Background: an optimization exercise with open tools, aiming at small area and a short achievable clock period. Do not read the settings as production practice. Function was checked by simulation only, so behaviour that the tests miss may differ from the original.

==> inputs of exp/sierra <==
==> flow/design.v <==
package mips_defs;
    typedef enum logic [2:0] {
        MD_NONE  = 3'd0,
        MD_MULT  = 3'd1,
        MD_MULTU = 3'd2,
        MD_DIV   = 3'd3,
        MD_DIVU  = 3'd4,
        MD_MTHI  = 3'd5,
        MD_MTLO  = 3'd6
    } md_op_e;
endpackage
module md_add35 (
    input  logic [34:0] x,
    input  logic [34:0] y,
    input  logic        ci,
    output logic [34:0] s
);
    logic [35:0] g, p;
    logic [34:0] h;
    always_comb begin
        g[0] = ci;
        p[0] = 1'b0;
        for (int i = 0; i < 35; i++) begin
            g[i+1] = x[i] & y[i];
            p[i+1] = x[i] ^ y[i];
            h[i]   = x[i] ^ y[i];
        end
        for (int l = 1; l < 36; l = l * 2)
            for (int i = 2 * l - 1; i < 36; i += 2 * l) begin
                g[i] = g[i] | (p[i] & g[i-l]);
                p[i] = p[i] & p[i-l];
            end
        for (int l = 16; l >= 1; l = l / 2)
            for (int i = 3 * l - 1; i < 36; i += 2 * l) begin
                g[i] = g[i] | (p[i] & g[i-l]);
                p[i] = p[i] & p[i-l];
            end
        for (int i = 0; i < 35; i++) s[i] = h[i] ^ g[i];
    end
endmodule
module md_cneg (
    input  logic [31:0] x,
    input  logic        en,
    output logic [31:0] y
);
    logic [32:0] c;
    always_comb begin
        c[0] = en;
        for (int i = 0; i < 32; i++) begin
            y[i]   = (x[i] ^ en) ^ c[i];
            c[i+1] = (x[i] ^ en) & c[i];
        end
    end
endmodule
module md_step (
    input  logic        dvj,      
    input  logic [33:0] u,
    input  logic [32:0] ms,       
    input  logic        nz,
    input  logic        two,
    input  logic        negm,     
    input  logic        bneg,     
    input  logic        qp,       
    input  logic        qin,      
    output logic [34:0] s,        
    output logic        q,        
    output logic [33:0] un        
);
    logic [34:0] m35, x, y;
    logic        neg;
    assign neg = dvj ? (qp ^ bneg) : negm;
    assign m35 = {{2{ms[32]}}, ms};
    assign y   = ((two ? {m35[33:0], 1'b0} : m35) & {35{nz}}) ^ {35{neg}};
    assign x   = {u[33], u};
    md_add35 u_add (.x(x), .y(y), .ci(neg), .s(s));
    assign q  = ~s[34];
    assign un = dvj ? {s[32:0], qin} : {s[34], s[34:2]};
endmodule
module md_dp (
    input  logic        busy,
    input  logic        dv,
    input  logic        sg,
    input  logic [3:0]  cnt,
    input  logic        bprev,
    input  logic        aneg_r,
    input  logic [31:0] m,
    input  logic [33:0] ph,
    input  logic [31:0] pl,
    input  logic [31:0] hi,
    input  logic [31:0] lo,
    output logic        last,
    output logic [33:0] ph_n,
    output logic [31:0] pl_n,
    output logic        bprev_n,
    output logic        aneg_n,
    output logic [31:0] hi_r,
    output logic [31:0] lo_r
);
    logic first;
    assign first = (cnt == 4'd0);
    assign last  = dv ? (cnt == 4'd9) : (cnt == 4'd4);
    logic [32:0] ms;
    logic        a_neg, b_neg, div_zero;
    assign ms       = {sg & m[31], m};
    assign b_neg    = sg & m[31];
    assign div_zero = (m == 32'd0);
    assign a_neg    = first ? (sg & pl[31]) : aneg_r;
    logic [31:0] pl_neg, rem_neg;
    md_cneg u_negq (.x(pl), .en(first ? a_neg : (aneg_r ^ b_neg)), .y(pl_neg));
    md_cneg u_negr (.x(s[0][32:1]), .en(aneg_r), .y(rem_neg));
    logic       fix;
    logic [3:0] dvj, nz, two, negm, qp, qin;
    assign fix = dv & (cnt == 4'd9);
    always_comb begin
        for (int j = 0; j < 4; j++) begin
            logic b2, b1, b0;
            b2 = pl[2*j+1];
            b1 = pl[2*j];
            b0 = (j == 0) ? bprev : pl[2*j-1];
            dvj[j] = dv & ~fix;
            if (dv) begin
                nz[j]   = (j == 0) ? (~fix | ph[33]) : 1'b1;
                two[j]  = fix;
                negm[j] = b_neg;
            end else if (cnt == 4'd4) begin
                nz[j]   = (j == 0) & ~sg & bprev;
                two[j]  = 1'b0;
                negm[j] = 1'b0;
            end else begin
                nz[j]   = (b1 ^ b0) | (b2 ^ b1);
                two[j]  = ~(b1 ^ b0);
                negm[j] = b2 & ~(b1 & b0);
            end
            qin[j] = pl[30-j];
        end
    end
    logic [33:0] u [0:4];
    logic [34:0] s [0:3];
    logic [3:0]  q;
    assign u[0] = ph;
    assign qp   = {q[2:0], ~ph[33]};
    for (genvar j = 0; j < 4; j++) begin : g_step
        md_step u_step (
            .dvj(dvj[j]), .u(u[j]), .ms(ms), .nz(nz[j]), .two(two[j]), .negm(negm[j]),
            .bneg(b_neg), .qp(qp[j]), .qin(qin[j]), .s(s[j]), .q(q[j]), .un(u[j+1])
        );
    end
    always_comb begin
        hi_r = hi;
        lo_r = lo;
        if (busy && last && !dv) begin
            hi_r = s[0][31:0];
            lo_r = pl;
        end else if (busy && last && !div_zero) begin
            hi_r = rem_neg;
            lo_r = pl_neg;
        end
    end
    always_comb begin
        bprev_n = bprev;
        aneg_n  = aneg_r;
        if (dv) begin
            if (first) begin
                aneg_n = a_neg;
                pl_n   = pl_neg;
                ph_n   = {33'd0, pl_neg[31]};
            end else begin
                ph_n = u[4];
                pl_n = {pl[27:0], q[0], q[1], q[2], q[3]};
            end
        end else begin
            ph_n    = u[4];
            pl_n    = {s[3][1:0], s[2][1:0], s[1][1:0], s[0][1:0], pl[31:8]};
            bprev_n = pl[7];
        end
    end
endmodule
module md_unit (
    input  logic        clk,
    input  logic        reset,
    input  logic        start,
    input  logic        cancel,
    input  logic [2:0]  op,
    input  logic [31:0] a,
    input  logic [31:0] b,
    output logic        busy,
    output logic [31:0] hi,
    output logic [31:0] lo
);
    logic        idle;      
    logic        dv;        
    logic        sg;        
    logic [3:0]  cnt;       
    logic        bprev;     
    logic        aneg_r;    
    logic [31:0] m;         
    logic [33:0] ph;        
    logic [31:0] pl;        
    logic        last, bprev_n, aneg_n;
    logic [33:0] ph_n;
    logic [31:0] pl_n, hi_r, lo_r;
    md_dp u_dp (
        .busy(!idle), .dv(dv), .sg(sg), .cnt(cnt), .bprev(bprev), .aneg_r(aneg_r),
        .m(m), .ph(ph), .pl(pl), .hi(hi), .lo(lo),
        .last(last), .ph_n(ph_n), .pl_n(pl_n), .bprev_n(bprev_n), .aneg_n(aneg_n),
        .hi_r(hi_r), .lo_r(lo_r)
    );
    logic go, mthi, mtlo;
    assign go   = start && !cancel && idle;
    assign mthi = go && (op == 3'd5);
    assign mtlo = go && (op == 3'd6);
    logic run;
    assign run = go && (op != 3'd0) && (op[2:1] != 2'b11) && (op != 3'd5);
    always_ff @(posedge clk) begin
        if (reset) begin
            busy <= 1'b0;
            idle <= 1'b1;
            hi   <= '0;
            lo   <= '0;
        end else begin
            hi <= mthi ? a : hi_r;
            lo <= mtlo ? a : lo_r;
            if (!idle) begin
                busy <= !last;
                idle <= last;
            end else begin
                busy <= run;
                idle <= !run;
            end
        end
    end
    always_ff @(posedge clk) begin
        if (idle) begin
            m     <= b;
            pl    <= a;
            ph    <= '0;
            cnt   <= '0;
            bprev <= 1'b0;
            dv    <= op[2] | (op[1] & op[0]);    
            sg    <= (op == 3'd1) || (op == 3'd3);
        end else begin
            cnt    <= cnt + 4'd1;
            ph     <= ph_n;
            pl     <= pl_n;
            bprev  <= bprev_n;
            aneg_r <= aneg_n;
        end
    end
endmodule
==> flow/flow/run.sh <==
#!/bin/bash
# The standard layout (standard.sh) with two changes:
#  - synthesis maps with ORFS's ABC area script without its upsize step (flow/abc_area.script),
#  - the ports get plain buffers (buf_1) instead of delay cells.
# Tool output: standard_make.log here and ORFS's own logs under orfs/logs.
set -euo pipefail
W=$(pwd)
rm -rf "$W/orfs_scripts"
cp -r "$FLOW_HOME/scripts" "$W/orfs_scripts"
cp "$W/flow/abc_area.script" "$W/orfs_scripts/abc_area.script"
export SCRIPTS_DIR="$W/orfs_scripts"
export BUFFER_PORTS_ARGS="-buffer_cell sky130_fd_sc_hd__buf_1"
bash standard.sh > standard_make.log 2>&1
==> flow/flow/abc_area.script <==
strash
dch
map -B 0.9
topo
stime -c
buffer -c
dnsize -c
==> flow/standard.sh <==
#!/bin/bash
# synth_recipe.tcl (not shown) runs the flow's synth.tcl, then flattens the netlist and writes it again
# the make line also repeats each setting of config.mk as NAME=value (left out here)
make -C /OpenROAD-flow-scripts/flow DESIGN_CONFIG=/design/flow/config.mk WORK_HOME=/design/flow/orfs CLKGATE_MAP_FILE= SYNTH_SCRIPT=/design/flow/synth_recipe.tcl "${@:-finish}"
==> flow/config.mk <==
export PLATFORM = sky130hd
export DESIGN_NAME = md_unit
export DESIGN_NICKNAME = md_unit
export VERILOG_FILES = /design/flow/design.v
export SDC_FILE = /design/flow/constraint.sdc
export NUM_CORES = 4
export LEC_CHECK = 0
export ABC_AREA = 1
export CAP_MARGIN = 20
export CORE_MARGIN = 2
export CORE_UTILIZATION = 40
export CTS_CLUSTER_DIAMETER = 150
export CTS_CLUSTER_SIZE = 50
export SLEW_MARGIN = 20
export SYNTH_HIERARCHICAL = 1
export SYNTH_MINIMUM_KEEP_SIZE = 2000
==> flow/constraint.sdc <==
create_clock -name core_clock -period 100.0 [get_ports {clk}]
set_input_delay 20.0000 -clock core_clock [delete_from_list [all_inputs] [get_ports {clk}]]
set_output_delay 20.0000 -clock core_clock [all_outputs]
set_load 0.01 [all_outputs]
==> exp/indigo: changes against exp/sierra <==
==> flow/design.v, changed modules only <==
module md_cneg (
    input  logic [31:0] x,
    input  logic        en,
    output logic [31:0] y
);
    logic [32:0] o;      
    always_comb begin
        o[0] = 1'b0;
        for (int i = 0; i < 32; i++) begin
            y[i]   = x[i] ^ (en & o[i]);
            o[i+1] = o[i] | x[i];
        end
    end
endmodule
module md_step (
    input  logic        dvj,      
    input  logic        df,       
    input  logic [33:0] u,
    input  logic [32:0] ms,       
    input  logic        one,      
    input  logic        two,      
    input  logic        negm,     
    input  logic        bneg,     
    input  logic        qp,       
    input  logic        qin,      
    output logic [34:0] s,        
    output logic        q,        
    output logic [33:0] un        
);
    logic [34:0] m35, x, y;
    logic        neg;
    assign neg = dvj ? (qp ^ bneg) : negm;
    assign m35 = {{2{ms[32]}}, ms};
    assign y   = (({35{one}} & m35) | ({35{two}} & {m35[33:0], 1'b0})) ^ {35{neg}};
    assign x   = {u[33], u};
    md_add35 u_add (.x(x), .y(y), .ci(neg), .s(s));
    assign q  = ~s[34];
    assign un = df ? {s[32:0], qin} : {s[34], s[34:2]};
endmodule
module md_dp (
    input  logic        busy,
    input  logic        dv,
    input  logic        sg,
    input  logic [3:0]  cnt,
    input  logic        bprev,
    input  logic        aneg_r,
    input  logic [31:0] m,
    input  logic [33:0] ph,
    input  logic [31:0] pl,
    input  logic [31:0] hi,
    input  logic [31:0] lo,
    output logic        last,
    output logic [33:0] ph_n,
    output logic [31:0] pl_n,
    output logic        bprev_n,
    output logic        aneg_n,
    output logic [31:0] hi_r,
    output logic [31:0] lo_r
);
    logic first;
    assign first = (cnt == 4'd0);
    assign last  = dv ? (cnt == 4'd9) : (cnt == 4'd4);
    logic [32:0] ms;
    logic        a_neg, b_neg, div_zero;
    assign ms       = {sg & m[31], m};
    assign b_neg    = sg & m[31];
    assign div_zero = (m == 32'd0);
    assign a_neg    = first ? (sg & pl[31]) : aneg_r;
    logic [31:0] pl_neg, rem_neg;
    md_cneg u_negq (.x(pl), .en(dv & (first ? a_neg : (aneg_r ^ b_neg))), .y(pl_neg));
    md_cneg u_negr (.x(s[0][32:1]), .en(aneg_r), .y(rem_neg));
    logic       fix;
    logic [3:0] dvj, one, two, negm, qp, qin;
    assign fix = dv & (cnt == 4'd9);
    always_comb begin
        for (int j = 0; j < 4; j++) begin
            logic b2, b1, b0;
            b2 = pl[2*j+1];
            b1 = pl[2*j];
            b0 = (j == 0) ? bprev : pl[2*j-1];
            dvj[j] = dv & ~fix & ~first;
            if (dv && first) begin
                one[j]  = 1'b0;
                two[j]  = 1'b0;
                negm[j] = 1'b0;
            end else if (dv && fix) begin
                one[j]  = 1'b0;
                two[j]  = (j == 0) & ph[33];
                negm[j] = b_neg;
            end else if (dv) begin
                one[j]  = 1'b1;
                two[j]  = 1'b0;
                negm[j] = 1'b0;
            end else if (cnt == 4'd4) begin
                one[j]  = (j == 0) & ~sg & bprev;
                two[j]  = 1'b0;
                negm[j] = 1'b0;
            end else begin
                one[j]  = b1 ^ b0;
                two[j]  = b2 ? (~b1 & ~b0) : (b1 & b0);
                negm[j] = b2;
            end
            qin[j] = (dv && first) ? ((j == 3) & pl_neg[31]) : pl[30-j];
        end
    end
    logic [33:0] u [0:4];
    logic [34:0] s [0:3];
    logic [3:0]  q;
    assign u[0] = ph;
    assign qp   = {q[2:0], ~ph[33]};
    for (genvar j = 0; j < 4; j++) begin : g_step
        md_step u_step (
            .dvj(dvj[j]), .df(dv), .u(u[j]), .ms(ms), .one(one[j]), .two(two[j]), .negm(negm[j]),
            .bneg(b_neg), .qp(qp[j]), .qin(qin[j]), .s(s[j]), .q(q[j]), .un(u[j+1])
        );
    end
    always_comb begin
        hi_r = hi;
        lo_r = lo;
        if (busy && last && (!dv || !div_zero)) begin
            hi_r = dv ? rem_neg : s[0][31:0];
            lo_r = pl_neg;
        end
    end
    always_comb begin
        bprev_n = bprev;
        aneg_n  = aneg_r;
        if (dv) begin
            ph_n = u[4];
            if (first) begin
                aneg_n = a_neg;
                pl_n   = pl_neg;
            end else begin
                pl_n = {pl[27:0], q[0], q[1], q[2], q[3]};
            end
        end else begin
            ph_n    = u[4];
            pl_n    = {s[3][1:0], s[2][1:0], s[1][1:0], s[0][1:0], pl[31:8]};
            bprev_n = pl[7];
        end
    end
endmodule
module md_unit (
    input  logic        clk,
    input  logic        reset,
    input  logic        start,
    input  logic        cancel,
    input  logic [2:0]  op,
    input  logic [31:0] a,
    input  logic [31:0] b,
    output logic        busy,
    output logic [31:0] hi,
    output logic [31:0] lo
);
    logic        idle;      
    logic        dv;        
    logic        sg;        
    logic [3:0]  cnt;       
    logic        bprev;     
    logic        aneg_r;    
    logic [31:0] m;         
    logic [33:0] ph;        
    logic [31:0] pl;        
    logic        last, bprev_n, aneg_n;
    logic [33:0] ph_n;
    logic [31:0] pl_n, hi_r, lo_r;
    md_dp u_dp (
        .busy(!idle), .dv(dv), .sg(sg), .cnt(cnt), .bprev(bprev), .aneg_r(aneg_r),
        .m(m), .ph(ph), .pl(pl), .hi(hi), .lo(lo),
        .last(last), .ph_n(ph_n), .pl_n(pl_n), .bprev_n(bprev_n), .aneg_n(aneg_n),
        .hi_r(hi_r), .lo_r(lo_r)
    );
    logic go, mthi, mtlo;
    assign go   = start && !cancel && idle;
    assign mthi = go && (op == 3'd5);
    assign mtlo = go && (op == 3'd6);
    logic run;
    assign run = go && (op != 3'd0) && (op[2:1] != 2'b11) && (op != 3'd5);
    logic hi_a, hi_k, lo_a, lo_k;
    assign hi_a = mthi && !reset;
    assign hi_k = !mthi && !reset;
    assign lo_a = mtlo && !reset;
    assign lo_k = !mtlo && !reset;
    always_ff @(posedge clk) begin
        hi <= ({32{hi_a}} & a) | ({32{hi_k}} & hi_r);
        lo <= ({32{lo_a}} & a) | ({32{lo_k}} & lo_r);
    end
    always_ff @(posedge clk) begin
        if (reset) begin
            busy <= 1'b0;
            idle <= 1'b1;
        end else begin
            if (!idle) begin
                busy <= !last;
                idle <= last;
            end else begin
                busy <= run;
                idle <= !run;
            end
        end
    end
    always_ff @(posedge clk) begin
        if (idle) begin
            m     <= b;
            pl    <= a;
            ph    <= '0;
            cnt   <= '0;
            bprev <= 1'b0;
            dv    <= op[2] | (op[1] & op[0]);    
            sg    <= (op == 3'd1) || (op == 3'd3);
        end else begin
            cnt    <= cnt + 4'd1;
            ph     <= ph_n;
            pl     <= pl_n;
            bprev  <= bprev_n;
            aneg_r <= aneg_n;
        end
    end
endmodule
==> flow/flow/run.sh (replaced) <==
#!/bin/bash
# The standard layout (standard.sh) with these changes:
#  - synthesis maps with ORFS's ABC area script without its upsize step (flow/abc_area.script),
#  - the ports get plain buffers (buf_1) instead of delay cells,
#  - clock tree synthesis uses a clkbuf_16 root, clkbuf_8 elsewhere, and no dummy loads.
# Tool output: standard_make.log here and ORFS's own logs under orfs/logs.
set -euo pipefail
W=$(pwd)
rm -rf "$W/orfs_scripts"
cp -r "$FLOW_HOME/scripts" "$W/orfs_scripts"
cp "$W/flow/abc_area.script" "$W/orfs_scripts/abc_area.script"
export SCRIPTS_DIR="$W/orfs_scripts"
export BUFFER_PORTS_ARGS="-buffer_cell sky130_fd_sc_hd__buf_1"
export CTS_ARGS="-sink_clustering_enable -repair_clock_nets -dont_use_dummy_load -root_buf sky130_fd_sc_hd__clkbuf_16 -buf_list sky130_fd_sc_hd__clkbuf_8"
bash standard.sh > standard_make.log 2>&1
- CTS_CLUSTER_DIAMETER: 150 -> not set
- CTS_CLUSTER_SIZE: 50 -> not set
- SLEW_MARGIN: 20 -> 60
==> exp/willow: changes against exp/sierra <==
--- a/flow/design.v
+++ b/flow/design.v
@@ -108,3 +108,3 @@
     logic [31:0] pl_neg, rem_neg;
-    md_cneg u_negq (.x(pl), .en(first ? a_neg : (aneg_r ^ b_neg)), .y(pl_neg));
+    md_cneg u_negq (.x(pl), .en(dv & (first ? a_neg : (aneg_r ^ b_neg))), .y(pl_neg));
     md_cneg u_negr (.x(s[0][32:1]), .en(aneg_r), .y(rem_neg));
@@ -150,7 +150,4 @@
         lo_r = lo;
-        if (busy && last && !dv) begin
-            hi_r = s[0][31:0];
-            lo_r = pl;
-        end else if (busy && last && !div_zero) begin
-            hi_r = rem_neg;
+        if (busy && last && (!dv || !div_zero)) begin
+            hi_r = dv ? rem_neg : s[0][31:0];
             lo_r = pl_neg;
==> flow/flow/run.sh (replaced) <==
#!/bin/bash
# The standard layout (standard.sh) with these changes:
#  - synthesis maps with ORFS's ABC area script without its upsize step (flow/abc_area.script),
#  - the ports get plain buffers (buf_1) instead of delay cells,
#  - clock tree synthesis uses a clkbuf_16 root, clkbuf_8 elsewhere, and no dummy loads.
# Tool output: standard_make.log here and ORFS's own logs under orfs/logs.
set -euo pipefail
W=$(pwd)
rm -rf "$W/orfs_scripts"
cp -r "$FLOW_HOME/scripts" "$W/orfs_scripts"
cp "$W/flow/abc_area.script" "$W/orfs_scripts/abc_area.script"
export SCRIPTS_DIR="$W/orfs_scripts"
export BUFFER_PORTS_ARGS="-buffer_cell sky130_fd_sc_hd__buf_1"
export CTS_ARGS="-sink_clustering_enable -repair_clock_nets -dont_use_dummy_load -root_buf sky130_fd_sc_hd__clkbuf_16 -buf_list sky130_fd_sc_hd__clkbuf_8"
bash standard.sh > standard_make.log 2>&1
- CTS_CLUSTER_DIAMETER: 150 -> not set
- CTS_CLUSTER_SIZE: 50 -> not set
==> results.json <==
{
  "fin_crit_sh": 0.211,
  "multiInputGateArea_um2": 12200,
  "r2r_end": "ph[28]$_SDFF_PP0_",
  "status": "no timing/DRC/antenna violations",
  "tap_cell_count": 585
}
That was exp/indigo.
==> results.json <==
{
  "cts_buffers": 17,
  "status": "no timing/DRC/antenna violations",
  "r2r_end": "ph[33]$_SDFF_PP0_",
  "tap_cell_count": 622,
  "fin_crit_sh": 0.211,
  "multiInputGateArea_um2": 13900
}
That was exp/sierra.
==> results.json <==
{
  "status": "no timing/DRC/antenna violations",
  "final_antenna_net_count": 0,
  "wl_met1_mm": 29.2,
  "crit_cells": 1,
  "fin_crit_sh": 0.211,
  "placeableCoreArea_um2": 47800,
  "reg2reg_depth": 85,
  "r2r_end": "ph[28]$_SDFF_PP0_",
  "layout.nonclk_buf_frac": 0.0348
}
That was exp/willow.

==> static timing again, ports no longer ideal <==
In the flow no input, the clock included, has a driving cell. The finished layouts below were timed again as built, in two steps.
Step 1 assumes that a clkbuf_16 drives the clock port and a buf_2 every other input.
Step 2 times the ports against the registers' clock, not the clock port: input delays grow and output delays shrink by t, the midpoint of the rising clock arrivals with the driver on.
Three values: ideal, step 1, step 2; two values: the first two.
| run | shift t [ns] | slack for setup (ns) | worst data-port slew with drivers (ns) |
|---|---|---|---|
| exp/sierra | 0.560 | 78.857 / 78.793 / 78.559 | 0.05 |
| exp/indigo | 0.504 | 78.925 / 78.870 / 78.586 | 0.04 |
| exp/willow | 0.493 | 78.944 / 78.890 / 78.628 | 0.05 |
After both steps setup and hold are still met in every run listed. The setup slack of exp/indigo, which loses most, moves by -0.055 ns with the drivers and by -0.339 ns with both steps.
